This design comes from an exercise in tuning for small area on the open sky130 flow, not from production work. At most, simulation tests tie the RTL to the original design; equivalence was not proved. Function not checked in runs 1 to 6: the RTL went through the layout flow alone. No activity file was given, so power comes from the tool's default toggle rates.

==> flow/design.v <==
module ddr4_fine_sweep #(
  parameter int LANES        = 16,
  parameter int DELAY_TAPS   = 64,
  parameter int COARSE_STEPS = 8,
  parameter int SPAN         = 32,
  parameter int SAMPLES      = 4,
  parameter int SETTLE       = 2,
  parameter int MIN_WIDTH    = 6,
  parameter int TIMEOUT      = 256
) (
  input  logic                                        clk,
  input  logic                                        rst,
  input  logic                                        fine_start,
  input  logic [$clog2(COARSE_STEPS)-1:0]             coarse_sel,
  input  logic [LANES-1:0]                            read_ok,
  input  logic                                        read_valid,
  output logic [$clog2(DELAY_TAPS)-1:0]               delay_tap,
  output logic                                        read_req,
  output logic                                        busy,
  output logic                                        fine_done,
  output logic                                        fine_failed,
  output logic [LANES-1:0]                            lane_valid,
  output logic [LANES*$clog2(DELAY_TAPS)-1:0]         best_start,
  output logic [LANES*$clog2(DELAY_TAPS)-1:0]         best_end,
  output logic [LANES*$clog2(DELAY_TAPS+1)-1:0]       best_width
);
  localparam int TAPW = $clog2(DELAY_TAPS);
  localparam int WW   = $clog2(DELAY_TAPS + 1);
  localparam int RW   = $clog2(SPAN + 1);       
  localparam logic [2:0] S_IDLE   = 3'd0;
  localparam logic [2:0] S_SETTLE = 3'd1;
  localparam logic [2:0] S_RREQ   = 3'd2;
  localparam logic [2:0] S_RWAIT  = 3'd3;
  localparam logic [2:0] S_EVAL   = 3'd4;
  localparam logic [2:0] S_FINISH = 3'd5;
  localparam logic [2:0] S_REPORT = 3'd6;
  logic [2:0]      r_state;
  logic [TAPW-1:0] r_tap;
  logic [1:0]      r_blk;     
  logic [7:0]      r_to;      
  logic [1:0]      r_smp;     
  logic            r_done;
  logic            r_failed;
  logic [LANES-1:0] r_fail;   
  logic [RW-1:0]   r_run [LANES];   
  logic [RW-1:0]   r_bw  [LANES];   
  logic [TAPW-1:0] r_be  [LANES];   
  wire st_idle   = (r_state == S_IDLE);
  wire st_settle = (r_state == S_SETTLE);
  wire st_rwait  = (r_state == S_RWAIT);
  wire st_eval   = (r_state == S_EVAL);
  wire st_finish = (r_state == S_FINISH);
  wire st_report = (r_state == S_REPORT);
  wire w_start   = st_idle & fine_start;
  wire w_acc     = st_rwait & read_valid;
  wire w_tmo     = st_rwait & ~read_valid & (&r_to);
  wire w_last    = (&r_tap[2:0]) & ((&r_tap[5:3]) | (&r_blk));
  wire [TAPW-1:0] w_end = r_tap - {{(TAPW-1){1'b0}}, st_eval};
  logic [LANES-1:0] w_wide;
  for (genvar g = 0; g < LANES; g++) begin : g_wide
    assign w_wide[g] = (r_bw[g] >= RW'(MIN_WIDTH));
  end
  always_ff @(posedge clk or posedge rst) begin
    if (rst) begin
      r_state  <= S_IDLE;
      r_tap    <= '0;
      r_done   <= 1'b0;
      r_failed <= 1'b0;
    end else begin
      r_done   <= st_report & (&w_wide);
      r_failed <= (st_report & ~&w_wide) | w_tmo;
      case (r_state)
        S_IDLE: if (fine_start) begin
          r_tap   <= {coarse_sel, 3'b000};
          r_state <= S_SETTLE;
        end
        S_SETTLE: if (r_to[0]) r_state <= S_RREQ;
        S_RREQ:   r_state <= S_RWAIT;
        S_RWAIT: begin
          if (read_valid)  r_state <= (&r_smp) ? S_EVAL : S_RREQ;
          else if (&r_to)  r_state <= S_IDLE;
        end
        S_EVAL: begin
          if (w_last) r_state <= S_FINISH;
          else begin
            r_tap   <= r_tap + 1'b1;
            r_state <= S_SETTLE;
          end
        end
        S_FINISH: r_state <= S_REPORT;
        default:  r_state <= S_IDLE;
      endcase
    end
  end
  always_ff @(posedge clk) begin
    r_to <= (st_settle | st_rwait) ? r_to + 1'b1 : 8'd0;
    if (st_settle)  r_smp <= 2'd0;
    else if (w_acc) r_smp <= r_smp + 1'b1;
    if (st_idle) r_blk <= 2'd0;
    else if (st_eval & ~w_last & (&r_tap[2:0])) r_blk <= r_blk + 1'b1;
  end
  for (genvar g = 0; g < LANES; g++) begin : g_lane
    wire w_upd = ((st_eval & r_fail[g]) | st_finish) & (r_run[g] > r_bw[g]);
    always_ff @(posedge clk) begin
      r_fail[g] <= ~st_settle & (r_fail[g] | (w_acc & ~read_ok[g]));
      if (st_eval)      r_run[g] <= r_fail[g] ? '0 : r_run[g] + 1'b1;
      else if (st_idle) r_run[g] <= '0;
    end
    always_ff @(posedge clk or posedge rst) begin
      if (rst) begin
        r_bw[g] <= '0;
        r_be[g] <= '0;
      end else if (w_start | w_tmo) begin
        r_bw[g] <= '0;
        r_be[g] <= '0;
      end else if (w_upd) begin
        r_bw[g] <= r_run[g];
        r_be[g] <= w_end;
      end
    end
    assign lane_valid[g]              = (st_idle | st_report) & w_wide[g];
    assign best_width[g*WW +: WW]     = WW'(r_bw[g]);
    assign best_end[g*TAPW +: TAPW]   = r_be[g];
    assign best_start[g*TAPW +: TAPW] = {r_be[g][5:1] - r_bw[g][5:1] + (r_be[g][0] & ~r_bw[g][0]), ~(r_be[g][0] ^ r_bw[g][0]) & (|r_bw[g])};
  end
  assign delay_tap   = r_tap;
  assign read_req    = (r_state == S_RREQ);
  assign busy        = ~st_idle;
  assign fine_done   = r_done;
  assign fine_failed = r_failed;
endmodule
==> flow/flow/run.sh <==
#!/bin/bash
# Own layout flow: the standard ORFS flow with an area-oriented synthesis mapping, the
# smallest buffer on every port, and no dummy clock-tree loads. Each tool's output is logged.
set -euo pipefail
W=$(pwd)
F=$W/flow
bash standard.sh \
  SYNTH_SCRIPT=$F/synth.tcl \
  FLOW_ABC_SCRIPT=$F/area.abc \
  BUFFER_PORTS_ARGS="-buffer_cell sky130_fd_sc_hd__buf_1" \
  CTS_ARGS="-sink_clustering_enable -repair_clock_nets -dont_use_dummy_load" \
  finish > $W/flow_make.log 2>&1
cp -r $W/orfs/logs $W/flow_logs 2>/dev/null || true
==> flow/flow/area.abc <==
strash
ifraig
dc2
dch -f
map -a
mfs2
strash
dc2
dch -f
map -a
mfs2
strash
dch -f
map -a
topo
==> flow/flow/synth.tcl <==
# The standard synthesis (synth_recipe.tcl) with two changes to the combinational mapping only:
# Yosys's extract_fa is skipped and abc runs an area-oriented script (flow/area.abc).
# Flip-flop mapping and register names are unchanged.
proc synth {args} { yosys synth -nofsm -noshare {*}$args }
proc extract_fa {args} { puts "flow: extract_fa skipped" }
proc abc {args} {
  set i [lsearch $args -script]
  lset args [expr {$i + 1}] $::env(FLOW_ABC_SCRIPT)
  puts "flow: abc $args"
  yosys abc {*}$args
}
source $::env(SCRIPTS_DIR)/synth.tcl
# left out here: clear keep_hierarchy, flatten, clean up, hide names made inside functions, write 1_2_yosys.v
==> flow/standard.sh <==
#!/bin/bash
# synth_recipe.tcl (not shown) runs the flow's synth.tcl, then flattens the netlist and writes it again
# the make line also repeats each setting of config.mk as NAME=value (left out here)
make -C /OpenROAD-flow-scripts/flow DESIGN_CONFIG=/design/flow/config.mk WORK_HOME=/design/flow/orfs CLKGATE_MAP_FILE= SYNTH_SCRIPT=/design/flow/synth_recipe.tcl "${@:-finish}"
==> flow/config.mk <==
export PLATFORM = sky130hd
export DESIGN_NAME = ddr4_fine_sweep
export DESIGN_NICKNAME = ddr4_fine_sweep
export VERILOG_FILES = /design/flow/design.v
export SDC_FILE = /design/flow/constraint.sdc
export NUM_CORES = 4
export LEC_CHECK = 0
export CAP_MARGIN = 20
export CORE_MARGIN = 2
export CORE_UTILIZATION = 40
export SLEW_MARGIN = 20
==> flow/constraint.sdc <==
create_clock -name core_clock -period 5.0 [get_ports {clk}]
set_input_delay 1.0000 -clock core_clock [delete_from_list [all_inputs] [get_ports {clk}]]
set_output_delay 1.0000 -clock core_clock [all_outputs]
set_load 0.01 [all_outputs]
==> flow_metrics.tcl, run 1 <==
set metrics [dict create \
    status "no timing/DRC/antenna violations" \
    min_delay_path_depth 1 \
    r2r-end "r_be[11][0]$_DFFE_PP0P_" \
    cp_max_fo 5 \
    wl_met2_um 24900 \
    worst-path-stages 12 \
    cts_buffer_depth 3 \
    avgSynthCellArea_um2 7.96 \
    cts_tree "built" \
    min_path_type "reg2reg" \
    path_delay_family "simple AND/OR/NAND/NOR gates" \
    slew_viol_final 0 \
    min_to "r_to[0]$_SDFF_PN0_" \
    fin_crit_sh_pct 82.8 \
    grt_usage_pct 24.0 \
    hpwl_um 40100 \
    overflow 0 \
    top_layer "met5" \
    reg2reg_from "r_state[0]$_DFFE_PP0P_" \
    r2r_slack_ns 1.49 \
    synthToLayoutAreaGrowth_pct 17.9 \
    first_pass_iters 5 \
    synthCells 2176 \
    slew_headroom_pct 22.5 \
    ys.warnings.count 4 \
    synth_simple_gate_area_share_pct 20.0 \
    drtIter0Drc 1000 \
    ctsResizeCount 0 \
    viasPerCell 5.20 \
    drive_gt1_share_pct 2.73 \
    seq_area_frac_synth_pct 49.2 \
    hold_viol_final 0 \
    synth-xor-area-share_pct 6.17 \
    powerDensity_nw_per_um2 723 \
    num_vias 16400 \
    fin_crit_ns 4.14 \
    drc_errors 0 \
    numCtsBuffers 39 \
    rsz0062_at_grt "false" \
    port_buffers 336 \
    grt_pass1_vias 15200 \
    hold-worst-slack_ns 0.450 \
    leakage_uw 0.00818 \
    slowest_stage "o21ai_0" \
    setup-violations-final 0 \
    fmax_mhz 242 \
    synth_compound_area_share_pct 16.0 \
    muxShareOfSynthArea_pct 0.130 \
    diodes 0 \
    clockRootBuffer "clkbuf_16" \
    synth_top_area_cell "dfrtp_1" \
    yosysTopAreaCellShare_pct 29.3 \
    clock_sinks 327 \
    synth_top_cells_by_area "dfrtp_1 (29%), edfxtp_1 (17%), nor2_1 (10%), clkinv_1 (7.7%), nand2_1 (5.8%)" \
    place_area_um2 19500 \
    cts_hold_buf 0 \
    drtAntennaViolNets 0 \
    clkLatencyLatePin_ns 0.54 \
    wl_met1_um 24400 \
    critPathMaxStageDelay_ns 0.43 \
    cp.required_ns 4.00 \
    tightest_slew_ns 1.16 \
    post_cts_buffers 0 \
    n_fill_cell 4348 \
    core_area_um2 42900 \
    synth_seq_cells 327 \
    die_h_um 212 \
    globalplace.congestion 0.871 \
    min_from "r_to[0]$_SDFF_PN0_" \
    clk_pin_slew_worst_paths_ns 0.06 \
    fin_tns_setup_ns 0 \
    skew_ns 0.0208 \
    drv_cap 0 \
    ir_drop_uv 349 \
    initial_core_util_pct 40.4 \
    start_kind "flip-flop" \
    rows 76 \
    critPathBufInv 3 \
    synth_cell_type_count 34 \
    worst-setup-path-type "reg2out" \
    die_area_um2 45000 \
    final_core_utilization_pct 47.6 \
    boundaryPins 353 \
    final_cell_area_um2 20400 \
    grt_pass1_wl_um 83800 \
    synth_top_family_by_area "simple AND/OR/NAND/NOR gates" \
    worstPathCellList "clkinv_1, nor2_1, clkinv_1, nand2_1, nand2_1, nor3_1, nor3_1, o21ai_0, nor2_1, o21ai_0, xor2_1, buf_1" \
    wl_per_cell_um 17.3 \
    antenna_found_initial 1 \
    synth_fa_ha_area_share_pct 0.0578 \
    fin_cells 3149 \
    syn_area_um2 17300 \
    final_nets 2589 \
    drt-total-wl_um 54600 \
    h-tree-depth 2 \
    r2r_cells 11 \
    die_x_um 212 \
    cp.arrival_ns 3.14 \
    grt_max_degree 125 \
    dp.cells 3110 \
    cp-end-kind "primary output" \
    met3_length_um 3890 \
]
-- layer usage --
metal  GRT usage (%)  vias to the layer above
li1                -                     8041
met1            32.7                     7725
met2            38.4                      521
met3            4.93                       77
met4            7.46                        2
met5               0                        -
-- stage by stage --
stage / power [uW] / setup WS [ns]
after detailed placement: 12400 / 1.47
after CTS: 14900 / 0.882
final: 14800 / 0.859
after global routing: 15900 / 0.606
after global placement: 12300 / 1.61
after floorplan: 9520 / 0.324
-- final cells by class --
| cell class | count | area (um^2) | share of cell area, % |
|---|---|---|---|
| Clock buffer | 39 | 976 | 4.78 |
| Inverter | 357 | 1350 | 6.59 |
| Multi-Input combinational cell | 1491 | 7460 | 36.5 |
| Sequential cell | 327 | 8520 | 41.7 |
| Tap cell | 585 | 732 | 3.58 |
| Timing Repair Buffer | 350 | 1400 | 6.85 |
-- sequential cells by signal, summed over array words and instances (netlist names) --
name / cells
r_done: 1
r_be: 96
r_tap: 6
r_bw: 96
r_smp: 2
r_to: 8
r_run: 96
r_state: 3
r_failed: 1
r_blk: 2
r_fail: 16
-- worst reg2reg max path, delay by kind of cell, from the launching register on --
| family | cells | cell delay, ns |
|---|---|---|
| DFF | 1 | 0.58 |
| AOI/OAI and AO/OA | 1 | 0.10 |
| and+or+nand+nor | 5 | 1.39 |
| buffers and inverters | 5 | 1.30 |
-- worst max-delay path by stage --
stage                        endpoint              startpoint
6_report               best_start[47]  r_bw[7][1]$_DFFE_PP0P_
5_1_grt                best_start[47]  r_bw[7][1]$_DFFE_PP0P_
4_1_cts                best_start[47]  r_bw[7][1]$_DFFE_PP0P_
3_5_place_dp           best_start[47]  r_bw[7][1]$_DFFE_PP0P_
3_3_place_gp           best_start[47]  r_bw[7][1]$_DFFE_PP0P_
2_1_floorplan  r_be[0][0]$_DFFE_PP0P_                     rst
-- placed cells by master, fill, tap and decap left out, types with 3 or more instances in the layout --
master | Yosys | final
o21ai_0 | 100 | 97
nand3_1 | 30 | 29
a22oi_1 | 16 | 16
clkinv_1 | 357 | 355
clkbuf_16 | 0 | 39
buf_4 | 16 | 12
nor4_1 | 7 | 6
o221ai_1 | 13 | 13
nor2_4 | 0 | 3
xnor2_1 | 54 | 54
a21oi_1 | 172 | 172
dfrtp_1 | 203 | 203
buf_1 | 0 | 336
edfxtp_1 | 96 | 96
o211ai_1 | 9 | 9
o22ai_1 | 126 | 126
xor2_1 | 68 | 68
conb_1 | 1 | 16
nand2_1 | 266 | 266
a221oi_1 | 12 | 12
a211oi_1 | 5 | 5
o31ai_1 | 17 | 17
nor3_1 | 91 | 91
dfxtp_1 | 28 | 28
nor2_1 | 474 | 470
-- Yosys cell counts (all sizes together) --
library cell	count
nor3	91
xnor2	54
clkinv	357
mux2	2
o32ai	1
o21a	1
xor2	68
o21bai	2
o211ai	9
o221ai	13
nand3	30
dfrtp	203
maj3	1
nor4	7
buf	16
conb	1
nand4	1
or2	2
nor3b	1
a21oi	172
a22oi	16
nor2	474
o22a	1
or3	1
dfxtp	28
a31oi	1
o21ai	100
o22ai	126
edfxtp	96
nand2	266
a211oi	5
and3	1
o31ai	17
a221oi	12
-- cells by family after synthesis --
group / Yosys count
muxes: 2
AOI/OAI and AO/OA: 476
buffers and inverters: 373
other: 1
xor gates and xnor gates: 122
and+or+nand+nor: 874
DFF: 327
adders and majority gates: 1
-- report_power, final --
group	total (uW)	switching (uW)	internal, uW
Combinational	7690	5110	2580
Clock	2390	1020	1370
Sequential	4680	997	3690
==> run 2: changes to the inputs <==
--- a/flow/flow/run.sh
+++ b/flow/flow/run.sh
@@ -9,5 +9,5 @@
   FLOW_ABC_SCRIPT=$F/area.abc \
   BUFFER_PORTS_ARGS="-buffer_cell sky130_fd_sc_hd__buf_1" \
-  CTS_ARGS="-sink_clustering_enable -repair_clock_nets -dont_use_dummy_load" \
+  CTS_ARGS="-sink_clustering_enable -repair_clock_nets -dont_use_dummy_load -buf_list sky130_fd_sc_hd__clkbuf_4" \
   finish > $W/flow_make.log 2>&1
 cp -r $W/orfs/logs $W/flow_logs 2>/dev/null || true
==> flow_metrics.tcl, run 2 <==
set metrics [dict create \
    r2r_cells 11 \
    leakage_uw 0.00811 \
    p_seq_share_pct 33.0 \
    overflow 0 \
    cts_hold_buf 0 \
    clock_sinks 327 \
    ctsResizeCount 0 \
    drtAntennaViolNets 0 \
    synthTopCellsByCount "nor2_1 (474), clkinv_1 (357), nand2_1 (266)" \
    num_vias 16600 \
    synth_seq_cells 327 \
    worstPathCellList "clkinv_1, nor2_1, clkinv_1, nand2_1, nand2_1, nor3_1, nor3_1, o21ai_0, nor2_1, o21ai_0, xor2_1, buf_1" \
    fin_tns_setup_ns 0 \
    viasPerCell 5.19 \
    cp_max_fo 5 \
    hold_viol_final 0 \
    ir_drop_uv 399 \
    synth_flop_cell "dfrtp_1" \
    drv_cap 0 \
    initial_core_util_pct 40.4 \
    dp_slack_ns 1.47 \
    die_area_um2 45000 \
    n_fill_cell 4438 \
    min_path_type "reg2reg" \
    synthCells 2176 \
    internal-power_uw 7070 \
    crit_start "r_bw[7][1]$_DFFE_PP0P_" \
    reg2reg_from "r_state[0]$_DFFE_PP0P_" \
    drt-total-wl_um 55000 \
    seq_area_frac_synth_pct 49.2 \
    sw_frac_of_total_pct 50.2 \
    rsz0062_at_grt "false" \
    globalplace.congestion 0.871 \
    critPathMaxStageDelay_ns 0.44 \
    clkLatencyLatePin_ns 0.76 \
    wl_per_cell_um 17.2 \
    place_area_um2 19500 \
    final_cell_area_um2 20100 \
    setup-violations-final 0 \
    fmax_mhz 230 \
    synth_top_cells_by_area "dfrtp_1 (29%), edfxtp_1 (17%), nor2_1 (10%), clkinv_1 (7.7%), nand2_1 (5.8%)" \
    switchingPower_uw 7120 \
    start_kind "flip-flop" \
    drtIter0Drc 1037 \
    slowest_stage "o21ai_0" \
    h-tree-depth 3 \
    powerDensity_nw_per_um2 705 \
    status "no timing/DRC/antenna violations" \
    synth.most_common_cell "nor2_1" \
    cp.arrival_ns 3.35 \
    grt_pass1_vias 15600 \
    drc_errors 0 \
    worst-setup-path-type "reg2out" \
    async_flop_share_pct 62.1 \
    slew_viol_final 0 \
    synthToLayoutAreaGrowth_pct 16.2 \
    rows 76 \
    avgSynthCellArea_um2 7.96 \
    clockRootBuffer "clkbuf_4" \
    comb_power_share_pct 54.2 \
    core_area_um2 42900 \
    grt_usage_pct 24.3 \
    min_from "r_to[0]$_SDFF_PN0_" \
    syn_area_um2 17300 \
    drive_gt1_share_pct 4.59 \
    cts_buffer_depth 3 \
    synth_cell_type_count 34 \
    r2r-end "r_be[3][0]$_DFFE_PP0P_" \
    boundaryPins 353 \
    grt_pass1_wl_um 84800 \
    die_h_um 212 \
    cp.required_ns 4.00 \
    critical_path.endpoint "best_start[47]" \
    hpwl_um 40100 \
    tightest_slew_ns 1.19 \
    final_common_cell "nor2_1" \
    port_buffers 336 \
    r2r_slack_ns 1.44 \
    p_clk_share_pct 12.8 \
    cts_tree "built" \
    most-common-layout-cells "nor2_1 (470), clkinv_1 (355), buf_1 (336)" \
    yosysTopAreaCellShare_pct 29.3 \
    fin_crit_sh_pct 86.9 \
    final_nets 2639 \
    die_x_um 212 \
    clk_pin_slew_worst_paths_ns 0.07 \
    synth_top_area_cell "dfrtp_1" \
    synth_edf_count 96 \
    cp-end-kind "primary output" \
    finalWorstSetupSlack_ns 0.653 \
    reg_top3 "r_be: 96 flops, r_bw: 96 flops, r_run: 96 flops" \
    grt_max_degree 125 \
    fin_crit_ns 4.35 \
    first_pass_iters 5 \
    antenna_found_initial 2 \
    numCtsBuffers 89 \
    post_cts_buffers 0 \
    skew_ns 0.0745 \
    ys.warnings.count 4 \
    slew_headroom_pct 20.2 \
]
==> run 2: cell counts after synthesis <==
No cell type changed its count.
==> run 2: metal layers <==
metal	vias up	wire, um	part of all wire (%)	global-route usage, %
met5	-	0	0	0
met4	0	1340	2.4	8.57
met3	84	4220	7.7	5.92
met2	566	24900	45	38.3
met1	7792	24500	45	32.6
li1	8173	-	-	-
==> run 2: power groups by stage <==
stage | sequential (uW) | clock (uW) | combinational, uW
floorplan | 4680 | 0 | 4850
global placement | 4680 | 0 | 7600
detailed placement | 4710 | 0 | 7740
CTS | 4670 | 1890 | 7770
global route | 4800 | 2030 | 8600
finish | 4680 | 1820 | 7700
==> run 2: worst min path at each step <==
| stage | to | cells after the start | slack, ns |
|---|---|---|---|
| 5_1_grt | r_tap[5]$_DFFE_PP0P_ | 2 | 0.44 |
| 4_1_cts | r_tap[5]$_DFFE_PP0P_ | 2 | 0.41 |
| 3_5_place_dp | r_to[0]$_SDFF_PN0_ | 1 | 0.45 |
| 3_3_place_gp | r_to[0]$_SDFF_PN0_ | 1 | 0.44 |
| 6_report | r_to[0]$_SDFF_PN0_ | 1 | 0.45 |
| 2_1_floorplan | r_to[0]$_SDFF_PN0_ | 1 | 0.42 |
==> run 2: critical path: cells and delay by family (launching register included) <==
| family | cells | cell delay (ns) |
|---|---|---|
| buffers and inverters | 3 | 0.45 |
| flip-flops | 1 | 0.41 |
| AO/OA/AOI/OAI | 2 | 0.64 |
| XOR/XNOR | 1 | 0.19 |
| AND/OR/NAND/NOR | 6 | 0.92 |
==> run 2: cell families (layout without fill, tap and decap cells) <==
| logic type | after synthesis | count (layout) | synth area share (%) |
|---|---|---|---|
| AND/OR/NAND/NOR | 874 | 874 | 20.0 |
| AO/OA/AOI/OAI | 476 | 476 | 16.0 |
| buffers and inverters | 373 | 796 | 8.43 |
| flip-flops | 327 | 327 | 49.2 |
| XOR/XNOR | 122 | 122 | 6.17 |
| multiplexers | 2 | 2 | 0.130 |
| adder cells (fa/ha/maj) | 1 | 1 | 0.0578 |
| other | 1 | 19 | 0.0216 |
==> run 2: layout make-up <==
class	count	area [um^2]	area share [%]
sequential	327	8520	42.3
antenna	3	7.51	0.0373
inverter	357	1350	6.69
clock buffer	89	668	3.32
multi-input combinational	1491	7460	37.0
timing repair buffer	350	1400	6.95
tap	585	732	3.64
==> run 2: through the flow <==
step                      std cells  hold slack [ns]  total power (uW)  utilization [%]
after CTS                      3199            0.412             14300             46.9
after global placement         3109            0.440             12300             45.3
after floorplan                2191            0.420              9520                -
final                          3202            0.452             14200             46.9
after global routing           3201            0.441             15400             46.9
after detailed placement       3110            0.446             12400             45.4
==> run 3: changes to the inputs <==
--- a/flow/flow/run.sh
+++ b/flow/flow/run.sh
@@ -9,5 +9,5 @@
   FLOW_ABC_SCRIPT=$F/area.abc \
   BUFFER_PORTS_ARGS="-buffer_cell sky130_fd_sc_hd__buf_1" \
-  CTS_ARGS="-sink_clustering_enable -repair_clock_nets -dont_use_dummy_load -buf_list sky130_fd_sc_hd__clkbuf_4" \
+  CTS_ARGS="-sink_clustering_enable -repair_clock_nets -dont_use_dummy_load -buf_list {sky130_fd_sc_hd__clkbuf_2 sky130_fd_sc_hd__clkbuf_4 sky130_fd_sc_hd__clkbuf_8} -sink_clustering_size 20" \
   finish > $W/flow_make.log 2>&1
 cp -r $W/orfs/logs $W/flow_logs 2>/dev/null || true
==> flow_metrics.tcl, run 3 <==
set metrics [dict create \
    fin_cells 3168 \
    cp-end-kind "primary output" \
    powerDensity_nw_per_um2 712 \
    rsz0062_at_grt "false" \
    muxShareOfSynthArea_pct 0.130 \
    first_pass_iters 5 \
    synth_fa_ha_area_share_pct 0.0578 \
    cts_hold_buf 0 \
    critPathMaxStageDelay_ns 0.42 \
    drive_gt1_share_pct 3.45 \
    globalplace.congestion 0.871 \
    port_buffers 336 \
    h-tree-depth 2 \
    clk_pin_slew_worst_paths_ns 0.06 \
    die_area_um2 45000 \
    drtIter0Drc 991 \
    path_delay_family "simple AND/OR/NAND/NOR gates" \
    initial_core_util_pct 40.4 \
    cts_tree "built" \
    synth_simple_gate_area_share_pct 20.0 \
    internal-power_uw 7280 \
    ctsResizeCount 0 \
    overflow 0 \
    core_area_um2 42900 \
    fin_tns_setup_ns 0 \
    fmax_mhz 236 \
    synth_seq_cells 327 \
    synthToLayoutAreaGrowth_pct 16.9 \
    synth_flop_cell "dfrtp_1" \
    synthTopCellsByCount "nor2_1 (474), clkinv_1 (357), nand2_1 (266)" \
    skew_ns 0.0393 \
    hpwl_um 40100 \
    cp.arrival_ns 3.24 \
    reg_top3 "r_be: 96 flops, r_bw: 96 flops, r_run: 96 flops" \
    synth_top_area_cell "dfrtp_1" \
    p_seq_share_pct 32.5 \
    worstPathCellList "clkinv_1, nor2_1, clkinv_1, nand2_1, nand2_1, nor3_1, nor3_1, o21ai_0, nor2_1, o21ai_0, xor2_1, buf_1" \
    syn_area_um2 17300 \
    grt_usage_pct 24.1 \
    synth-xor-area-share_pct 6.17 \
    drc_errors 0 \
    cp.required_ns 4.00 \
    boundaryPins 353 \
    diodes 0 \
    min_path_type "reg2reg" \
    p_clk_share_pct 14.1 \
    fin_crit_sh_pct 84.8 \
    cp_max_fo 5 \
    ys.warnings.count 4 \
    post_cts_buffers 0 \
    avgSynthCellArea_um2 7.96 \
    wl_per_cell_um 17.3 \
    comb_power_share_pct 53.4 \
    antenna_found_initial 1 \
    hold_viol_final 0 \
    synth_top_cells_by_area "dfrtp_1 (29%), edfxtp_1 (17%), nor2_1 (10%), clkinv_1 (7.7%), nand2_1 (5.8%)" \
    drtAntennaViolNets 0 \
    drt-total-wl_um 54900 \
    synth_cell_type_count 34 \
    clock_sinks 327 \
    yosysTopAreaCellShare_pct 29.3 \
    grt_pass1_wl_um 84200 \
    synth_edf_count 96 \
    die_x_um 212 \
    start_kind "flip-flop" \
    synthCells 2176 \
    clockRootBuffer "clkbuf_8" \
    synth_compound_area_share_pct 16.0 \
    final_common_cell "nor2_1" \
    synth.most_common_cell "nor2_1" \
    ir_drop_uv 356 \
    slowest_stage "o21ai_0" \
    rows 76 \
    status "no timing/DRC/antenna violations" \
    setup-violations-final 0 \
    viasPerCell 5.18 \
    cts_buffer_depth 3 \
    critPathBufInv 3 \
    tightest_slew_ns 1.16 \
    drv_cap 0 \
    fin_crit_ns 4.24 \
    slew_viol_final 0 \
    synth_top_family_by_area "simple AND/OR/NAND/NOR gates" \
    clkLatencyLatePin_ns 0.64 \
    dp.cells 3110 \
    leakage_uw 0.00812 \
    worst-setup-path-type "reg2out" \
    finalWorstSetupSlack_ns 0.758 \
    grt_pass1_vias 15300 \
    die_h_um 212 \
    dp_slack_ns 1.47 \
    grt_max_degree 125 \
    seq_area_frac_synth_pct 49.2 \
    numCtsBuffers 58 \
    num_vias 16400 \
    final_nets 2608 \
    slew_headroom_pct 22.2 \
    sw_frac_of_total_pct 49.5 \
    switchingPower_uw 7130 \
    async_flop_share_pct 62.1 \
    most-common-layout-cells "nor2_1 (470), clkinv_1 (355), buf_1 (336)" \
]
[run 3: area by class of cell]
cell class                 instances  area, um^2
clock buffer                      58         798
fill                            4389       22600
inverter                         357        1350
multi-input combinational       1491        7460
sequential                       327        8520
tap                              585         732
timing repair buffer             350        1400
[run 3: final timing paths]
kind                                        start                      end  slack (ns)  cells past startpoint
hold / removal                 r_to[0]$_SDFF_PN0_       r_to[0]$_SDFF_PN0_        0.46                      1
setup reg to reg           r_state[0]$_DFFE_PP0P_   r_be[0][0]$_DFFE_PP0P_        1.51                     11
min in group asynchronous                     rst  r_be[13][3]$_DFFE_PP0P_        0.61                      2
hold reg to reg                r_to[0]$_SDFF_PN0_       r_to[0]$_SDFF_PN0_        0.46                      1
max in group asynchronous                     rst  r_bw[10][0]$_DFFE_PP0P_        3.37                      3
setup / recovery           r_bw[7][1]$_DFFE_PP0P_           best_start[47]        0.76                     12
[run 3: per-layer routing]
layer  up-vias  global-route usage [%]  routed length, um
li1       8070                       -                  -
met4         2                    7.58               1310
met5         -                       0                 17
met2       536                    38.3              24800
met3        86                    5.24               4240
met1      7707                    32.9              24500
[run 3: stage by stage]
| stage | instance area (um^2) | power (uW) | utilization (%) | hold WS, ns |
|---|---|---|---|---|
| 5_1_grt | 20300 | 15600 | 47.2 | 0.470 |
| 3_3_place_gp | 19400 | 12300 | 45.3 | 0.440 |
| 2_1_floorplan | 17400 | 9520 | - | 0.420 |
| 3_5_place_dp | 19500 | 12400 | 45.4 | 0.446 |
| 4_1_cts | 20300 | 14500 | 47.2 | 0.454 |
| 6_report | 20300 | 14400 | 47.2 | 0.456 |
[run 3: power by group through the flow]
| stage | logic [uW] | registers, uW | clock network [uW] |
|---|---|---|---|
| floorplan | 4850 | 4680 | 0 |
| global placement | 7600 | 4680 | 0 |
| detailed placement | 7740 | 4710 | 0 |
| CTS | 7770 | 4670 | 2100 |
| global route | 8600 | 4800 | 2190 |
| finish | 7690 | 4680 | 2040 |
[run 3: cells by family after synthesis]
group	after synthesis
other	1
flip-flops	327
adder cells (fa/ha/maj)	1
XOR/XNOR	122
buffers and inverters	373
multiplexers	2
AO/OA/AOI/OAI	476
AND/OR/NAND/NOR	874
==> run 4: changes to the inputs <==
--- a/flow/design.v
+++ b/flow/design.v
@@ -95,15 +95,17 @@
   always_ff @(posedge clk) begin
     r_to <= (st_settle | st_rwait) ? r_to + 1'b1 : 8'd0;
-    if (st_settle)  r_smp <= 2'd0;
-    else if (w_acc) r_smp <= r_smp + 1'b1;
-    if (st_idle) r_blk <= 2'd0;
-    else if (st_eval & ~w_last & (&r_tap[2:0])) r_blk <= r_blk + 1'b1;
+    r_smp <= ~st_settle ? (w_acc ? r_smp + 1'b1 : r_smp) : 2'd0;
+    r_blk <= ~st_idle ? ((st_eval & ~w_last & (&r_tap[2:0])) ? r_blk + 1'b1 : r_blk) : 2'd0;
   end
+  wire w_clr      = w_start | w_tmo;          
+  wire w_run_hold = ~st_eval & ~st_idle;       
   for (genvar g = 0; g < LANES; g++) begin : g_lane
-    wire w_upd = ((st_eval & r_fail[g]) | st_finish) & (r_run[g] > r_bw[g]);
+    wire            w_pass = st_eval & ~r_fail[g];
+    wire            w_upd  = ((st_eval & r_fail[g]) | st_finish) & (r_run[g] > r_bw[g]);
+    wire            w_hold = ~w_upd & ~w_clr;
+    wire [RW-1:0]   w_inc  = r_run[g] + 1'b1;
     always_ff @(posedge clk) begin
       r_fail[g] <= ~st_settle & (r_fail[g] | (w_acc & ~read_ok[g]));
-      if (st_eval)      r_run[g] <= r_fail[g] ? '0 : r_run[g] + 1'b1;
-      else if (st_idle) r_run[g] <= '0;
+      r_run[g]  <= ({RW{w_pass}} & w_inc) | ({RW{w_run_hold}} & r_run[g]);
     end
     always_ff @(posedge clk or posedge rst) begin
@@ -111,10 +113,7 @@
         r_bw[g] <= '0;
         r_be[g] <= '0;
-      end else if (w_start | w_tmo) begin
-        r_bw[g] <= '0;
-        r_be[g] <= '0;
-      end else if (w_upd) begin
-        r_bw[g] <= r_run[g];
-        r_be[g] <= w_end;
+      end else begin
+        r_bw[g] <= ({RW{w_upd}} & r_run[g]) | ({RW{w_hold}} & r_bw[g]);
+        r_be[g] <= ({TAPW{w_upd}} & w_end) | ({TAPW{w_hold}} & r_be[g]);
       end
     end
@@ -122,5 +121,6 @@
     assign best_width[g*WW +: WW]     = WW'(r_bw[g]);
     assign best_end[g*TAPW +: TAPW]   = r_be[g];
-    assign best_start[g*TAPW +: TAPW] = {r_be[g][5:1] - r_bw[g][5:1] + (r_be[g][0] & ~r_bw[g][0]), ~(r_be[g][0] ^ r_bw[g][0]) & (|r_bw[g])};
+    assign best_start[g*TAPW +: TAPW] = {r_be[g][TAPW-1:1] - r_bw[g][TAPW-1:1] + (r_be[g][0] & ~r_bw[g][0]),
+                                         ~(r_be[g][0] ^ r_bw[g][0]) & (|r_bw[g])};
   end
   assign delay_tap   = r_tap;
--- a/flow/flow/run.sh
+++ b/flow/flow/run.sh
@@ -9,5 +9,5 @@
   FLOW_ABC_SCRIPT=$F/area.abc \
   BUFFER_PORTS_ARGS="-buffer_cell sky130_fd_sc_hd__buf_1" \
-  CTS_ARGS="-sink_clustering_enable -repair_clock_nets -dont_use_dummy_load -buf_list {sky130_fd_sc_hd__clkbuf_2 sky130_fd_sc_hd__clkbuf_4 sky130_fd_sc_hd__clkbuf_8} -sink_clustering_size 20" \
+  CTS_ARGS="-sink_clustering_enable -repair_clock_nets -dont_use_dummy_load -buf_list sky130_fd_sc_hd__clkbuf_8 -sink_clustering_size 24 -sink_clustering_max_diameter 60" \
   finish > $W/flow_make.log 2>&1
 cp -r $W/orfs/logs $W/flow_logs 2>/dev/null || true
==> flow_metrics.tcl, run 4 <==
set metrics [dict create \
    overflow 0 \
    reg_top3 "r_be: 96 flops, r_bw: 96 flops, r_run: 96 flops" \
    clk_pin_slew_worst_paths_ns 0.10 \
    grtUsageMet1_pct 31.5 \
    drive_gt1_share_pct 3.08 \
    ctsResizeCount 0 \
    seq_area_frac_synth_pct 45.8 \
    synth_top_area_cell "dfrtp_1" \
    final_core_utilization_pct 46.9 \
    totalPowerFinal_uw 6320 \
    r2r_slack_ns 0.83 \
    fin_tns_setup_ns 0 \
    worstPathCellList "clkinv_1, nor2_1, clkinv_1, buf_4, nor2_1, clkinv_1, or2_2, nor2_1, a21oi_1, nor2_4, o21ai_0" \
    cp.required_ns 5.41 \
    status "no timing/DRC/antenna violations" \
    synth-xor-area-share_pct 6.31 \
    synth_edf_count 0 \
    cts_tree "built" \
    most-common-layout-cells "clkinv_1 (354), buf_1 (336), nor2_1 (306)" \
    final_nets 2555 \
    drt-total-wl_um 52200 \
    cp-end-kind "flip-flop" \
    synth_top_cells_by_area "dfrtp_1 (31%), dfxtp_1 (15%), clkinv_1 (8.1%), nor2_1 (7.1%), o22ai_1 (7.0%)" \
    slew_viol_final 0 \
    synth_top_family_by_area "compound AO/OA/AOI/OAI gates" \
    synth_compound_area_share_pct 21.5 \
    cts_buffer_depth 3 \
    numCtsBuffers 31 \
    die_x_um 207 \
    grt_usage_pct 23.4 \
    drv_cap 0 \
    n_fill_cell 4128 \
    grt_pass1_wl_um 81100 \
    cts_hold_buf 0 \
    first_pass_iters 5 \
    clkLatencyLatePin_ns 0.63 \
    busiest_layer "met2" \
    hold_viol_final 0 \
    leakage_uw 0.00794 \
    synth_seq_cells 327 \
    ys.warnings.count 4 \
    rows 74 \
    hpwl_um 37100 \
    syn_area_um2 16500 \
    drtIter0Drc 946 \
    boundaryPins 353 \
    grt_max_degree 121 \
    grt_pass1_vias 14900 \
    synth_simple_gate_area_share_pct 17.6 \
    slowest_stage "nor2_4" \
    cp.arrival_ns 4.58 \
    critPathMaxStageDelay_ns 0.68 \
    ir_drop_uv 182 \
    post_cts_buffers 0 \
    rsz0062_at_grt "false" \
    initial_core_util_pct 40.5 \
    setup-violations-final 0 \
    synthCells 2139 \
    grtUsageMet3_pct 3.54 \
    fin_crit_ns 4.17 \
    synthToLayoutAreaGrowth_pct 15.8 \
    core_area_um2 40800 \
    muxShareOfSynthArea_pct 0 \
    synth_fa_ha_area_share_pct 0 \
    worst-setup-path-type "reg2reg" \
    synth.most_common_cell "clkinv_1" \
    drtAntennaViolNets 0 \
    path_delay_family "simple AND/OR/NAND/NOR gates" \
    clockRootBuffer "clkbuf_8" \
    viasPerCell 5.29 \
    use_met2_pct 38.5 \
    wl_per_cell_um 17.0 \
    num_vias 16200 \
    antenna_found_initial 2 \
    synth_cell_type_count 30 \
    cp_max_fo 23 \
    powerDensity_nw_per_um2 330 \
    yosysTopAreaCellShare_pct 30.7 \
    skew_ns 0.0652 \
    avgSynthCellArea_um2 7.73 \
    port_buffers 336 \
    fin_crit_sh_pct 83.5 \
    min_path_type "reg2reg" \
    fmax_mhz 240 \
    drc_errors 0 \
    synthTopCellsByCount "clkinv_1 (357), nor2_1 (311), nand2_1 (258)" \
    die_area_um2 43000 \
    globalplace.congestion 0.860 \
    synth_flop_cell "dfrtp_1" \
    async_flop_share_pct 62.1 \
    clock_sinks 327 \
    critPathBufInv 4 \
    tightest_slew_ns 1.08 \
    final_common_cell "clkinv_1" \
    h-tree-depth 1 \
    start_kind "flip-flop" \
    slew_headroom_pct 28.2 \
    die_h_um 207 \
]
## run 4: changes by cell type after synthesis, moves of 6 or more
cell / change
xnor2_1: -12
nor3_1: -53
o21ai_0: +40
o22ai_1: +60
nand4_1: +7
nor2_1: -163
nand2_1: -8
o221ai_1: +6
dfxtp_1: +96
nand3_1: +59
edfxtp_1: -96
a22oi_1: +13
xor2_1: +9
## run 4: layout make-up
cell class / count / area, um^2 / share of cell area [%]
multi-input combinational: 1454 / 7660 / 40.0
tap: 532 / 666 / 3.48
sequential: 327 / 7560 / 39.5
inverter: 357 / 1350 / 7.04
clock buffer: 31 / 427 / 2.23
timing repair buffer: 361 / 1470 / 7.66
antenna: 3 / 7.51 / 0.0392
## run 4: worst paths after layout
kind | start | to | cells after the start
worst min-delay path | r_to[0]$_SDFF_PN0_ | r_to[0]$_SDFF_PN0_ | 1
min in group asynchronous | rst | r_be[9][0]$_DFF_PP0_ | 2
max in group asynchronous | rst | r_be[5][2]$_DFF_PP0_ | 3
worst max-delay path | r_state[2]$_DFFE_PP0P_ | r_be[9][4]$_DFF_PP0_ | 11
worst max register to register | r_state[2]$_DFFE_PP0P_ | r_be[9][4]$_DFF_PP0_ | 11
worst min register to register | r_to[0]$_SDFF_PN0_ | r_to[0]$_SDFF_PN0_ | 1
## run 4: where the power goes
group / total [uW] / switching (uW) / internal [uW]
clock: 1420 / 868 / 548
combinational: 1890 / 1380 / 516
sequential: 3010 / 182 / 2830
total: 6320 / 2430 / 3890
## run 4: kinds of logic after synthesis
group | Yosys count
buffers and inverters | 373
other | 1
and+or+nand+nor | 716
AOI/OAI and AO/OA | 603
xor gates and xnor gates | 119
DFF | 327
## run 4: per-stage QoR
stage | setup WS, ns | instance area [um^2] | instances | hold slack, ns
4_1_cts | 0.800 | 19100 | 3058 | 0.456
3_3_place_gp | 0.961 | 18700 | 3027 | 0.446
3_5_place_dp | 0.852 | 18700 | 3027 | 0.442
2_1_floorplan | 0.145 | 16600 | 2154 | 0.420
6_report | 0.827 | 19100 | 3065 | 0.460
5_1_grt | 0.476 | 19100 | 3063 | 0.484
## run 4: metal layers
layer | up-vias | routed length (um)
met4 | 0 | 1630
met1 | 7587 | 23100
met3 | 97 | 2960
met2 | 457 | 24600
met5 | - | 0
li1 | 8075 | -
==> run 5: changes to the inputs <==
--- a/flow/flow/run.sh
+++ b/flow/flow/run.sh
@@ -9,5 +9,5 @@
   FLOW_ABC_SCRIPT=$F/area.abc \
   BUFFER_PORTS_ARGS="-buffer_cell sky130_fd_sc_hd__buf_1" \
-  CTS_ARGS="-sink_clustering_enable -repair_clock_nets -dont_use_dummy_load -buf_list sky130_fd_sc_hd__clkbuf_8 -sink_clustering_size 24 -sink_clustering_max_diameter 60" \
+  CTS_ARGS="-sink_clustering_enable -repair_clock_nets -dont_use_dummy_load -buf_list {sky130_fd_sc_hd__clkbuf_4 sky130_fd_sc_hd__clkbuf_8} -sink_clustering_size 14 -sink_clustering_max_diameter 50" \
   finish > $W/flow_make.log 2>&1
 cp -r $W/orfs/logs $W/flow_logs 2>/dev/null || true
==> flow_metrics.tcl, run 5 <==
set metrics [dict create \
    status "no timing/DRC/antenna violations" \
    reg_top3 "r_be: 96 flops, r_bw: 96 flops, r_run: 96 flops" \
    synth_top_cells_by_area "dfrtp_1 (31%), dfxtp_1 (15%), clkinv_1 (8.1%), nor2_1 (7.1%), o22ai_1 (7.0%)" \
    synthTopCellsByCount "clkinv_1 (357), nor2_1 (311), nand2_1 (258)" \
    r2r_slack_ns 0.86 \
    synthToLayoutAreaGrowth_pct 16.3 \
    rows 74 \
    leakage_uw 0.00798 \
    seq_area_frac_synth_pct 45.8 \
    synth_flop_cell "dfrtp_1" \
    rsz0062_at_grt "false" \
    port_buffers 336 \
    sw_frac_of_total_pct 37.9 \
    hpwl_um 37100 \
    n_fill_cell 4117 \
    grtUsageMet1_pct 31.6 \
    synth-xor-area-share_pct 6.31 \
    synth_simple_gate_area_share_pct 17.6 \
    p_clk_share_pct 23.9 \
    final_nets 2561 \
    antenna_found_initial 3 \
    worstPathCellList "clkinv_1, nor2_1, clkinv_1, buf_4, nor2_1, clkinv_1, or2_2, nor2_1, a21oi_1, nor2_4, o21ai_0" \
    synth_compound_area_share_pct 21.5 \
    syn_area_um2 16500 \
    crit_start "r_state[2]$_DFFE_PP0P_" \
    drive_gt1_share_pct 3.31 \
    cp.arrival_ns 4.48 \
    first_pass_iters 6 \
    critPathMaxStageDelay_ns 0.69 \
    comb_power_share_pct 29.4 \
    p_seq_share_pct 46.7 \
    synth_top_area_cell "dfrtp_1" \
    synthCells 2139 \
    skew_ns 0.0567 \
    fin_crit_ns 4.14 \
    cts_tree "built" \
    busiest_layer "met2" \
    most-common-layout-cells "clkinv_1 (354), buf_1 (336), nor2_1 (306)" \
    clock_sinks 327 \
    final_cell_area_um2 19200 \
    hold_viol_final 0 \
    cp-end-kind "flip-flop" \
    core_area_um2 40800 \
    num_vias 16200 \
    viasPerCell 5.29 \
    grt_pass1_vias 14900 \
    final_common_cell "clkinv_1" \
    cts_buffer_depth 3 \
    setup-violations-final 0 \
    tightest_slew_ns 1.10 \
    powerDensity_nw_per_um2 336 \
    fin_cells 3071 \
    boundaryPins 353 \
    switchingPower_uw 2450 \
    use_met2_pct 39.1 \
    post_cts_buffers 0 \
    internal-power_uw 4010 \
    grtUsageMet3_pct 3.75 \
    muxShareOfSynthArea_pct 0 \
    fin_crit_sh_pct 82.7 \
    grt_pass1_wl_um 81300 \
    drtAntennaViolNets 0 \
    cts_hold_buf 0 \
    numCtsBuffers 37 \
    min_path_type "reg2reg" \
    drv_cap 0 \
    die_h_um 207 \
    globalplace.congestion 0.860 \
    reg2reg_from "r_state[2]$_DFFE_PP0P_" \
    fmax_mhz 242 \
    die_area_um2 43000 \
    totalPowerFinal_uw 6460 \
    ir_drop_uv 155 \
    synth_fa_ha_area_share_pct 0 \
    h-tree-depth 2 \
    grt_usage_pct 23.5 \
    wl_per_cell_um 17.0 \
    ctsResizeCount 0 \
    worst-setup-path-type "reg2reg" \
    slew_headroom_pct 26.6 \
    drc_errors 0 \
    synth_seq_cells 327 \
    clockRootBuffer "clkbuf_8" \
    clkLatencyLatePin_ns 0.55 \
    fin_tns_setup_ns 0 \
    hold-worst-slack_ns 0.454 \
    ys.warnings.count 4 \
    grt_max_degree 121 \
    initial_core_util_pct 40.5 \
    clk_pin_slew_worst_paths_ns 0.05 \
    dp.cells 3027 \
    overflow 0 \
    slowest_stage "nor2_4" \
    die_x_um 207 \
    drtIter0Drc 927 \
    cp_max_fo 23 \
    drt-total-wl_um 52300 \
    start_kind "flip-flop" \
    synth_edf_count 0 \
    async_flop_share_pct 62.1 \
    synth_cell_type_count 30 \
    slew_viol_final 0 \
    synth_top_family_by_area "compound AO/OA/AOI/OAI gates" \
    cp.required_ns 5.34 \
    avgSynthCellArea_um2 7.73 \
    place_area_um2 18700 \
    yosysTopAreaCellShare_pct 30.7 \
    synth.most_common_cell "clkinv_1" \
    min_from "r_to[0]$_SDFF_PN0_" \
]
## run 5: cell families (layout without fill, tap and decap cells)
group,Yosys count,count (layout)
other cells,1,19
flops,327,327
xor+xnor,119,119
compound gates,603,603
buf+inv,373,755
simple gates,716,716
## run 5: final timing paths
path,endpoint,cells after the start
min in group asynchronous,r_bw[8][0]$_DFF_PP0_,2
max reg2reg,r_be[9][4]$_DFF_PP0_,11
max in group asynchronous,r_be[0][3]$_DFF_PP0_,3
min,r_to[0]$_SDFF_PN0_,1
min reg2reg,r_to[0]$_SDFF_PN0_,1
max,r_be[9][4]$_DFF_PP0_,11
## run 5: layout make-up
cell class	count	area, um^2	share of cell area (%)
clock buffer	37	509	2.65
inverter	357	1350	7.01
multi-input combinational	1454	7660	39.9
sequential	327	7560	39.3
timing repair buffer	361	1470	7.63
tap	532	666	3.46
antenna	3	7.51	0.0391
## run 5: power groups by stage
stage | Clock, uW | Sequential, uW | Combinational, uW
6_report | 1540 | 3010 | 1900
5_1_grt | 1690 | 3040 | 2090
4_1_cts | 1600 | 3010 | 1920
3_5_place_dp | 0 | 3060 | 1910
3_3_place_gp | 0 | 3060 | 1870
2_1_floorplan | 0 | 3060 | 1110
## run 5: per-layer routing
| layer | routed length, um | share of wire (%) |
|---|---|---|
| met5 | 0 | 0 |
| met4 | 1340 | 2.6 |
| met3 | 2850 | 5.4 |
| met2 | 24700 | 47 |
| met1 | 23400 | 45 |
## run 5: worst max-delay path: cells and delay by family, from the launching register on
| kind | cells | cell delay (ns) |
|---|---|---|
| AO/OA/AOI/OAI | 2 | 0.38 |
| buffers and inverters | 4 | 0.95 |
| flip-flops | 1 | 0.40 |
| AND/OR/NAND/NOR | 5 | 2.22 |
## run 5: stage by stage
step | setup slack [ns] | utilization (%)
floorplan | 0.145 | -
global placement | 0.961 | 45.7
detailed placement | 0.852 | 45.7
CTS | 0.881 | 46.9
global route | 0.561 | 47.1
finish | 0.863 | 47.1
==> run 6: changes to the inputs <==
--- a/flow/flow/run.sh
+++ b/flow/flow/run.sh
@@ -9,5 +9,5 @@
   FLOW_ABC_SCRIPT=$F/area.abc \
   BUFFER_PORTS_ARGS="-buffer_cell sky130_fd_sc_hd__buf_1" \
-  CTS_ARGS="-sink_clustering_enable -repair_clock_nets -dont_use_dummy_load -buf_list {sky130_fd_sc_hd__clkbuf_4 sky130_fd_sc_hd__clkbuf_8} -sink_clustering_size 14 -sink_clustering_max_diameter 50" \
+  CTS_ARGS="-sink_clustering_enable -repair_clock_nets -dont_use_dummy_load -buf_list sky130_fd_sc_hd__clkbuf_8 -sink_clustering_size 18 -sink_clustering_max_diameter 50" \
   finish > $W/flow_make.log 2>&1
 cp -r $W/orfs/logs $W/flow_logs 2>/dev/null || true
==> flow_metrics.tcl, run 6 <==
set metrics [dict create \
    status "no timing/DRC/antenna violations" \
    ir_drop_uv 155 \
    globalplace.congestion 0.860 \
    drtAntennaViolNets 0 \
    drt-total-wl_um 52400 \
    min_delay_path_depth 1 \
    powerDensity_nw_per_um2 335 \
    cts_hold_buf 0 \
    fin_cells 3070 \
    min_path_type "reg2reg" \
    cts_tree "built" \
    synth_top_area_cell "dfrtp_1" \
    grt_pass1_vias 14900 \
    clock_sinks 327 \
    yosysTopAreaCellShare_pct 30.7 \
    die_x_um 207 \
    avgSynthCellArea_um2 7.73 \
    seq_area_frac_synth_pct 45.8 \
    synthToLayoutAreaGrowth_pct 16.2 \
    fin_crit_ns 4.20 \
    num_vias 16300 \
    grtUsageMet1_pct 31.7 \
    busiest_layer "met2" \
    h-tree-depth 2 \
    numCtsBuffers 36 \
    fmax_mhz 238 \
    cp.required_ns 5.34 \
    fin_tns_setup_ns 0 \
    synth_fa_ha_area_share_pct 0 \
    tightest_slew_ns 1.08 \
    overflow 0 \
    dp.cells 3027 \
    drv_cap 0 \
    boundaryPins 353 \
    port_buffers 336 \
    grt_pass1_wl_um 81300 \
    ys.warnings.count 4 \
    core_area_um2 40800 \
    grtUsageMet3_pct 3.86 \
    use_met2_pct 39.1 \
    antenna_found_initial 3 \
    synth_flop_cell "dfrtp_1" \
    first_pass_iters 5 \
    slew_viol_final 0 \
    synthCells 2139 \
    start_kind "flip-flop" \
    die_h_um 207 \
    cp_max_fo 23 \
    skew_ns 0.0506 \
    die_area_um2 43000 \
    final_common_cell "clkinv_1" \
    wl_per_cell_um 17.1 \
    synth-xor-area-share_pct 6.31 \
    cp-end-kind "flip-flop" \
    synth_compound_area_share_pct 21.5 \
    clk_pin_slew_worst_paths_ns 0.07 \
    cts_buffer_depth 3 \
    rows 74 \
    leakage_uw 0.00797 \
    post_cts_buffers 0 \
    muxShareOfSynthArea_pct 0 \
    cp.arrival_ns 4.54 \
    clkLatencyLatePin_ns 0.55 \
    synth.most_common_cell "clkinv_1" \
    drc_errors 0 \
    drive_gt1_share_pct 3.27 \
    setup-violations-final 0 \
    synth_seq_cells 327 \
    synthTopCellsByCount "clkinv_1 (357), nor2_1 (311), nand2_1 (258)" \
    hpwl_um 37100 \
    final_nets 2560 \
    ctsResizeCount 0 \
    drtIter0Drc 986 \
    r2r_cells 11 \
    grt_usage_pct 23.5 \
    slew_headroom_pct 27.7 \
    synth_simple_gate_area_share_pct 17.6 \
    rsz0062_at_grt "false" \
    worst-setup-path-type "reg2reg" \
    synth_cell_type_count 30 \
    syn_area_um2 16500 \
    fin_crit_sh_pct 84.0 \
    async_flop_share_pct 62.1 \
    hold_viol_final 0 \
    synth_top_cells_by_area "dfrtp_1 (31%), dfxtp_1 (15%), clkinv_1 (8.1%), nor2_1 (7.1%), o22ai_1 (7.0%)" \
    grt_max_degree 121 \
    reg_top3 "r_be: 96 flops, r_bw: 96 flops, r_run: 96 flops" \
    synth_edf_count 0 \
    hold-worst-slack_ns 0.453 \
    clockRootBuffer "clkbuf_8" \
    initial_core_util_pct 40.5 \
    synth_top_family_by_area "compound AO/OA/AOI/OAI gates" \
    viasPerCell 5.31 \
    most-common-layout-cells "clkinv_1 (354), buf_1 (336), nor2_1 (306)" \
]
[run 6: final cells by class]
| type | count | area (um^2) |
|---|---|---|
| fillers | 4108 | 21600 |
| multi-input cells | 1454 | 7660 |
| flip-flops and latches | 327 | 7560 |
| repair buffers | 361 | 1470 |
| inverters | 357 | 1350 |
| well taps | 532 | 666 |
| clock buffers | 36 | 495 |
| diodes | 3 | 7.51 |
[run 6: per-stage QoR]
step	power [uW]	utilization [%]	setup slack [ns]	instance area, um^2
global placement	4930	45.7	0.961	18700
floorplan	4170	-	0.145	16600
finish	6440	47.0	0.802	19200
detailed placement	4970	45.7	0.852	18700
CTS	6510	46.9	0.844	19200
global route	6810	47.0	0.521	19200
[run 6: layer usage]
layer | share of wire, % | vias to the layer above | wire length, um
met5 | 0 | - | 0
met4 | 2.7 | 0 | 1430
met3 | 5.2 | 78 | 2720
met2 | 47 | 433 | 24600
met1 | 45 | 7721 | 23700
li1 | - | 8085 | -
[run 6: logic make-up (layout without fill, tap and decap cells)]
family	Yosys count	count (layout)
other	1	19
buffers and inverters	373	754
xor gates and xnor gates	119	119
AOI/OAI and AO/OA	603	603
DFF	327	327
and+or+nand+nor	716	716
[run 6: path summary, 6_finish.rpt]
| check | startpoint | to | slack, ns |
|---|---|---|---|
| max in group asynchronous | rst | r_be[5][2]$_DFF_PP0_ | 3.37 |
| min in group asynchronous | rst | r_be[8][0]$_DFF_PP0_ | 0.62 |
| min reg2reg | r_to[0]$_SDFF_PN0_ | r_to[0]$_SDFF_PN0_ | 0.45 |
| min | r_to[0]$_SDFF_PN0_ | r_to[0]$_SDFF_PN0_ | 0.45 |
| max reg2reg | r_state[2]$_DFFE_PP0P_ | r_be[9][4]$_DFF_PP0_ | 0.80 |
| max | r_state[2]$_DFFE_PP0P_ | r_be[9][4]$_DFF_PP0_ | 0.80 |
[run 6: critical path, cell delays in order (launching register included)]
cell and delay [ns]:
dfrtp_1 0.41, clkinv_1 0.43, nor2_1 0.48, clkinv_1 0.11, buf_4 0.28, nor2_1 0.38
clkinv_1 0.13, or2_2 0.35, nor2_1 0.32, a21oi_1 0.18, nor2_4 0.70, o21ai_0 0.20
[run 6: power breakdown]
group / internal [uW] / total (uW) / leakage [uW] / switching (uW)
Clock: 643 / 1520 / 0.000259 / 881
Sequential: 2830 / 3010 / 0.00383 / 182
Combinational: 516 / 1900 / 0.00389 / 1380
==> run 7: changes to the inputs <==
--- a/flow/design.v
+++ b/flow/design.v
@@ -42,8 +42,10 @@
   logic            r_done;
   logic            r_failed;
-  logic [LANES-1:0] r_fail;   
-  logic [RW-1:0]   r_run [LANES];   
-  logic [RW-1:0]   r_bw  [LANES];   
-  logic [TAPW-1:0] r_be  [LANES];   
+  logic [LANES-1:0] r_fail;    
+  logic [LANES-1:0] r_open;    
+  logic [RW-2:0]    r_rm [LANES];   
+  logic [LANES-1:0] r_nz;      
+  logic [RW-2:0]    r_bm [LANES];   
+  logic [TAPW-1:0]  r_be [LANES];   
   wire st_idle   = (r_state == S_IDLE);
   wire st_settle = (r_state == S_SETTLE);
@@ -59,5 +61,5 @@
   logic [LANES-1:0] w_wide;
   for (genvar g = 0; g < LANES; g++) begin : g_wide
-    assign w_wide[g] = (r_bw[g] >= RW'(MIN_WIDTH));
+    assign w_wide[g] = r_nz[g] & (r_bm[g] >= (RW-1)'(MIN_WIDTH - 1));
   end
   always_ff @(posedge clk or posedge rst) begin
@@ -101,26 +103,29 @@
   wire w_run_hold = ~st_eval & ~st_idle;       
   for (genvar g = 0; g < LANES; g++) begin : g_lane
-    wire            w_pass = st_eval & ~r_fail[g];
-    wire            w_upd  = ((st_eval & r_fail[g]) | st_finish) & (r_run[g] > r_bw[g]);
-    wire            w_hold = ~w_upd & ~w_clr;
-    wire [RW-1:0]   w_inc  = r_run[g] + 1'b1;
+    wire          w_pass = st_eval & ~r_fail[g];
+    wire          w_gt   = r_open[g] & (~r_nz[g] | (r_rm[g] > r_bm[g]));
+    wire          w_upd  = ((st_eval & r_fail[g]) | st_finish) & w_gt;
+    wire          w_hold = ~w_upd & ~w_clr;
+    wire [RW-1:0] w_bw   = r_bm[g] + 1'b1;
     always_ff @(posedge clk) begin
       r_fail[g] <= ~st_settle & (r_fail[g] | (w_acc & ~read_ok[g]));
-      r_run[g]  <= ({RW{w_pass}} & w_inc) | ({RW{w_run_hold}} & r_run[g]);
+      r_open[g] <= w_pass | (w_run_hold & r_open[g]);
+      r_rm[g]   <= ({(RW-1){w_pass & r_open[g]}} & (r_rm[g] + 1'b1)) | ({(RW-1){w_run_hold}} & r_rm[g]);
     end
     always_ff @(posedge clk or posedge rst) begin
       if (rst) begin
-        r_bw[g] <= '0;
+        r_nz[g] <= 1'b0;
+        r_bm[g] <= '0;
         r_be[g] <= '0;
       end else begin
-        r_bw[g] <= ({RW{w_upd}} & r_run[g]) | ({RW{w_hold}} & r_bw[g]);
+        r_nz[g] <= w_upd | (w_hold & r_nz[g]);
+        r_bm[g] <= ({(RW-1){w_upd}} & r_rm[g]) | ({(RW-1){w_hold}} & r_bm[g]);
         r_be[g] <= ({TAPW{w_upd}} & w_end) | ({TAPW{w_hold}} & r_be[g]);
       end
     end
     assign lane_valid[g]              = (st_idle | st_report) & w_wide[g];
-    assign best_width[g*WW +: WW]     = WW'(r_bw[g]);
+    assign best_width[g*WW +: WW]     = WW'({w_bw[RW-1:1], r_nz[g] & ~r_bm[g][0]});
     assign best_end[g*TAPW +: TAPW]   = r_be[g];
-    assign best_start[g*TAPW +: TAPW] = {r_be[g][TAPW-1:1] - r_bw[g][TAPW-1:1] + (r_be[g][0] & ~r_bw[g][0]),
-                                         ~(r_be[g][0] ^ r_bw[g][0]) & (|r_bw[g])};
+    assign best_start[g*TAPW +: TAPW] = r_be[g] - TAPW'(r_bm[g]);
   end
   assign delay_tap   = r_tap;
--- a/flow/flow/run.sh
+++ b/flow/flow/run.sh
@@ -9,5 +9,5 @@
   FLOW_ABC_SCRIPT=$F/area.abc \
   BUFFER_PORTS_ARGS="-buffer_cell sky130_fd_sc_hd__buf_1" \
-  CTS_ARGS="-sink_clustering_enable -repair_clock_nets -dont_use_dummy_load -buf_list sky130_fd_sc_hd__clkbuf_8 -sink_clustering_size 18 -sink_clustering_max_diameter 50" \
+  CTS_ARGS="-sink_clustering_enable -repair_clock_nets -dont_use_dummy_load -buf_list sky130_fd_sc_hd__clkbuf_8 -sink_clustering_size 24 -sink_clustering_max_diameter 60" \
   finish > $W/flow_make.log 2>&1
 cp -r $W/orfs/logs $W/flow_logs 2>/dev/null || true
==> flow_metrics.tcl, run 7 <==
set metrics [dict create \
    die_x_um 205 \
    crit_start "r_state[1]$_DFFE_PP0P_" \
    place_area_um2 18300 \
    r2r_slack_ns 1.61 \
    r2r_cells 14 \
    powerDensity_nw_per_um2 308 \
    syn_area_um2 16100 \
    setup-violations-final 0 \
    num_vias 16200 \
    numCtsBuffers 29 \
    rsz0062_at_grt "false" \
    hpwl_um 36500 \
    clockRootBuffer "clkbuf_8" \
    ys.warnings.count 4 \
    drv_cap 0 \
    reg_top3 "r_be: 96 flops, r_bm: 80 flops, r_rm: 80 flops" \
    skew_ns 0.0671 \
    synthToLayoutAreaGrowth_pct 15.9 \
    grt_pass1_vias 15000 \
    cts_tree "built" \
    cp_max_fo 49 \
    cp-end-kind "primary output" \
    min_path_type "reg2reg" \
    finalWorstSetupSlack_ns 0.874 \
    seq_area_frac_synth_pct 46.9 \
    final_cell_area_um2 18700 \
    synthTopCellsByCount "nor2_1 (398), clkinv_1 (351), nand2_1 (240)" \
    grt_max_degree 126 \
    synth_seq_cells 327 \
    first_pass_iters 5 \
    globalplace.congestion 0.864 \
    async_flop_share_pct 62.1 \
    cts_hold_buf 0 \
    largest-register "r_be" \
    fin_crit_ns 4.13 \
    synth_flop_cell "dfrtp_1" \
    boundaryPins 353 \
    grt_pass1_wl_um 80500 \
    antenna_found_initial 2 \
    synth_cell_type_count 24 \
    fin_tns_setup_ns 0 \
    drtAntennaViolNets 0 \
    r2r-end "r_be[2][5]$_DFF_PP0_" \
    cts_buffer_depth 3 \
    leakage_uw 0.00752 \
    drt-total-wl_um 52300 \
    synth.most_common_cell "nor2_1" \
    clock_sinks 327 \
    most-common-layout-cells "nor2_1 (391), clkinv_1 (347), buf_1 (336)" \
    synth_top_area_cell "dfrtp_1" \
    post_cts_buffers 0 \
    status "no timing/DRC/antenna violations" \
    reg2reg_from "r_state[1]$_DFFE_PP0P_" \
    hold_viol_final 0 \
    final_nets 2521 \
    h-tree-depth 1 \
    ir_drop_uv 287 \
    die_h_um 205 \
    diodes 0 \
    drive_gt1_share_pct 2.96 \
    largest_register_ffs 96 \
    ctsResizeCount 0 \
    critical_path.endpoint "lane_valid[10]" \
    dp_slack_ns 1.44 \
    overflow 0 \
    viasPerCell 5.36 \
    drc_errors 0 \
    avgSynthCellArea_um2 7.66 \
    tightest_slew_ns 1.10 \
    start_kind "flip-flop" \
    cp.arrival_ns 3.13 \
    worst-setup-path-type "reg2out" \
    port_buffers 336 \
    fin_crit_sh_pct 82.5 \
    drtIter0Drc 1077 \
    synth_top_cells_by_area "dfrtp_1 (32%), dfxtp_1 (15%), nor2_1 (9.3%), clkinv_1 (8.2%), o22ai_1 (7.9%)" \
    core_area_um2 39700 \
    slew_headroom_pct 26.6 \
    synth_edf_count 0 \
    grt_usage_pct 24.4 \
    hold-worst-slack_ns 0.447 \
    clk_pin_slew_worst_paths_ns 0.12 \
    slew_viol_final 0 \
    final_common_cell "nor2_1" \
    cp.required_ns 4.00 \
    clkLatencyLatePin_ns 0.62 \
    initial_core_util_pct 40.6 \
    yosysTopAreaCellShare_pct 31.5 \
    rows 73 \
    die_area_um2 41900 \
    wl_per_cell_um 17.3 \
    fmax_mhz 242 \
    synthCells 2105 \
]
[run 7: kinds of logic after synthesis]
family	share of synthesized area [%]
flip-flops	46.9
AND/OR/NAND/NOR	18.0
XOR/XNOR	4.84
AO/OA/AOI/OAI	21.3
other	0.0233
buffers and inverters	8.92
[run 7: area by class of cell]
class | count | area [um^2]
Multi-Input combinational cell | 1426 | 7270
Fill cell | 4091 | 21100
Clock buffer | 29 | 399
Inverter | 351 | 1330
Tap cell | 525 | 657
Sequential cell | 327 | 7560
Timing Repair Buffer | 363 | 1460
[run 7: report_power, final]
part	internal (uW)	switching (uW)	total, uW
clock network	515	866	1380
registers	2770	155	2920
logic	321	1130	1450
[run 7: per-layer routing]
layer	part of all wire, %	track usage, %	up-vias
met3	6.0	3.39	90
met4	2.6	6.75	4
met2	46	39.9	456
met1	45	33.7	7744
met5	0.046	0	-
li1	-	-	7891
[run 7: how the worst min path moves through the flow]
stage / from / end / slack [ns] / depth (start not counted)
finish: r_fail[3]$_DFF_P_ / r_open[3]$_DFF_P_ / 0.45 / 1
global route: r_rm[13][4]$_DFF_P_ / r_bm[13][4]$_DFF_PP0_ / 0.48 / 2
CTS: r_fail[3]$_DFF_P_ / r_open[3]$_DFF_P_ / 0.44 / 1
detailed placement: r_rm[6][2]$_DFF_P_ / r_rm[6][2]$_DFF_P_ / 0.47 / 2
global placement: r_smp[0]$_SDFFE_PN0P_ / r_smp[0]$_SDFFE_PN0P_ / 0.45 / 1
floorplan: r_to[0]$_SDFF_PN0_ / r_to[0]$_SDFF_PN0_ / 0.43 / 1
[run 7: stage by stage]
| step | power (uW) | utilization [%] | cells |
|---|---|---|---|
| after floorplan | 3710 | - | 2120 |
| final | 5750 | 47.0 | 3021 |
| after global placement | 4400 | 46.0 | 2992 |
| after global routing | 6060 | 47.0 | 3021 |
| after CTS | 5820 | 47.0 | 3021 |
| after detailed placement | 4440 | 46.0 | 2992 |
[run 7: worst max-delay path, cell delays in order (launching register included)]
cell	delay (ns)
dfrtp_1	0.54
nor2_4	0.06
clkinv_2	0.05
buf_4	0.55
nor2_1	0.21
nor2_2	0.83
nor2_1	0.07
buf_1	0.23

-- port drivers added, routing unchanged --
Ports are ideal in the flow. The routed layouts listed here were re-timed in OpenROAD. Step 1, drivers: a clkbuf_16 drives clk and a buf_2 each remaining input, both assumed. Step 2 moves the port delays by t, midway between the first and last clock arrival at a register: inputs arrive t later, outputs are due t later. That takes back most of the time a late clock gives input paths. a / b / c = ideal / step 1 / step 2; a / b = the first two.
| run | t (ns) | slack for setup (ns) | cell pins on the clock port's net |
|---|---|---|---|
| run 1 | 0.582 | 0.859 / 0.806 / 1.388 | 1 |
| run 2 | 0.776 | 0.653 / 0.603 / 1.379 | 1 |
| run 3 | 0.663 | 0.758 / 0.711 / 1.374 | 1 |
| run 4 | 0.644 | 0.827 / 0.827 / 0.827 | 1 |
| run 5 | 0.574 | 0.863 / 0.863 / 0.863 | 1 |
| run 6 | 0.574 | 0.802 / 0.802 / 0.802 | 1 |
| run 7 | 0.640 | 0.874 / 0.823 / 1.463 | 1 |
After both steps every run listed still meets setup and hold.
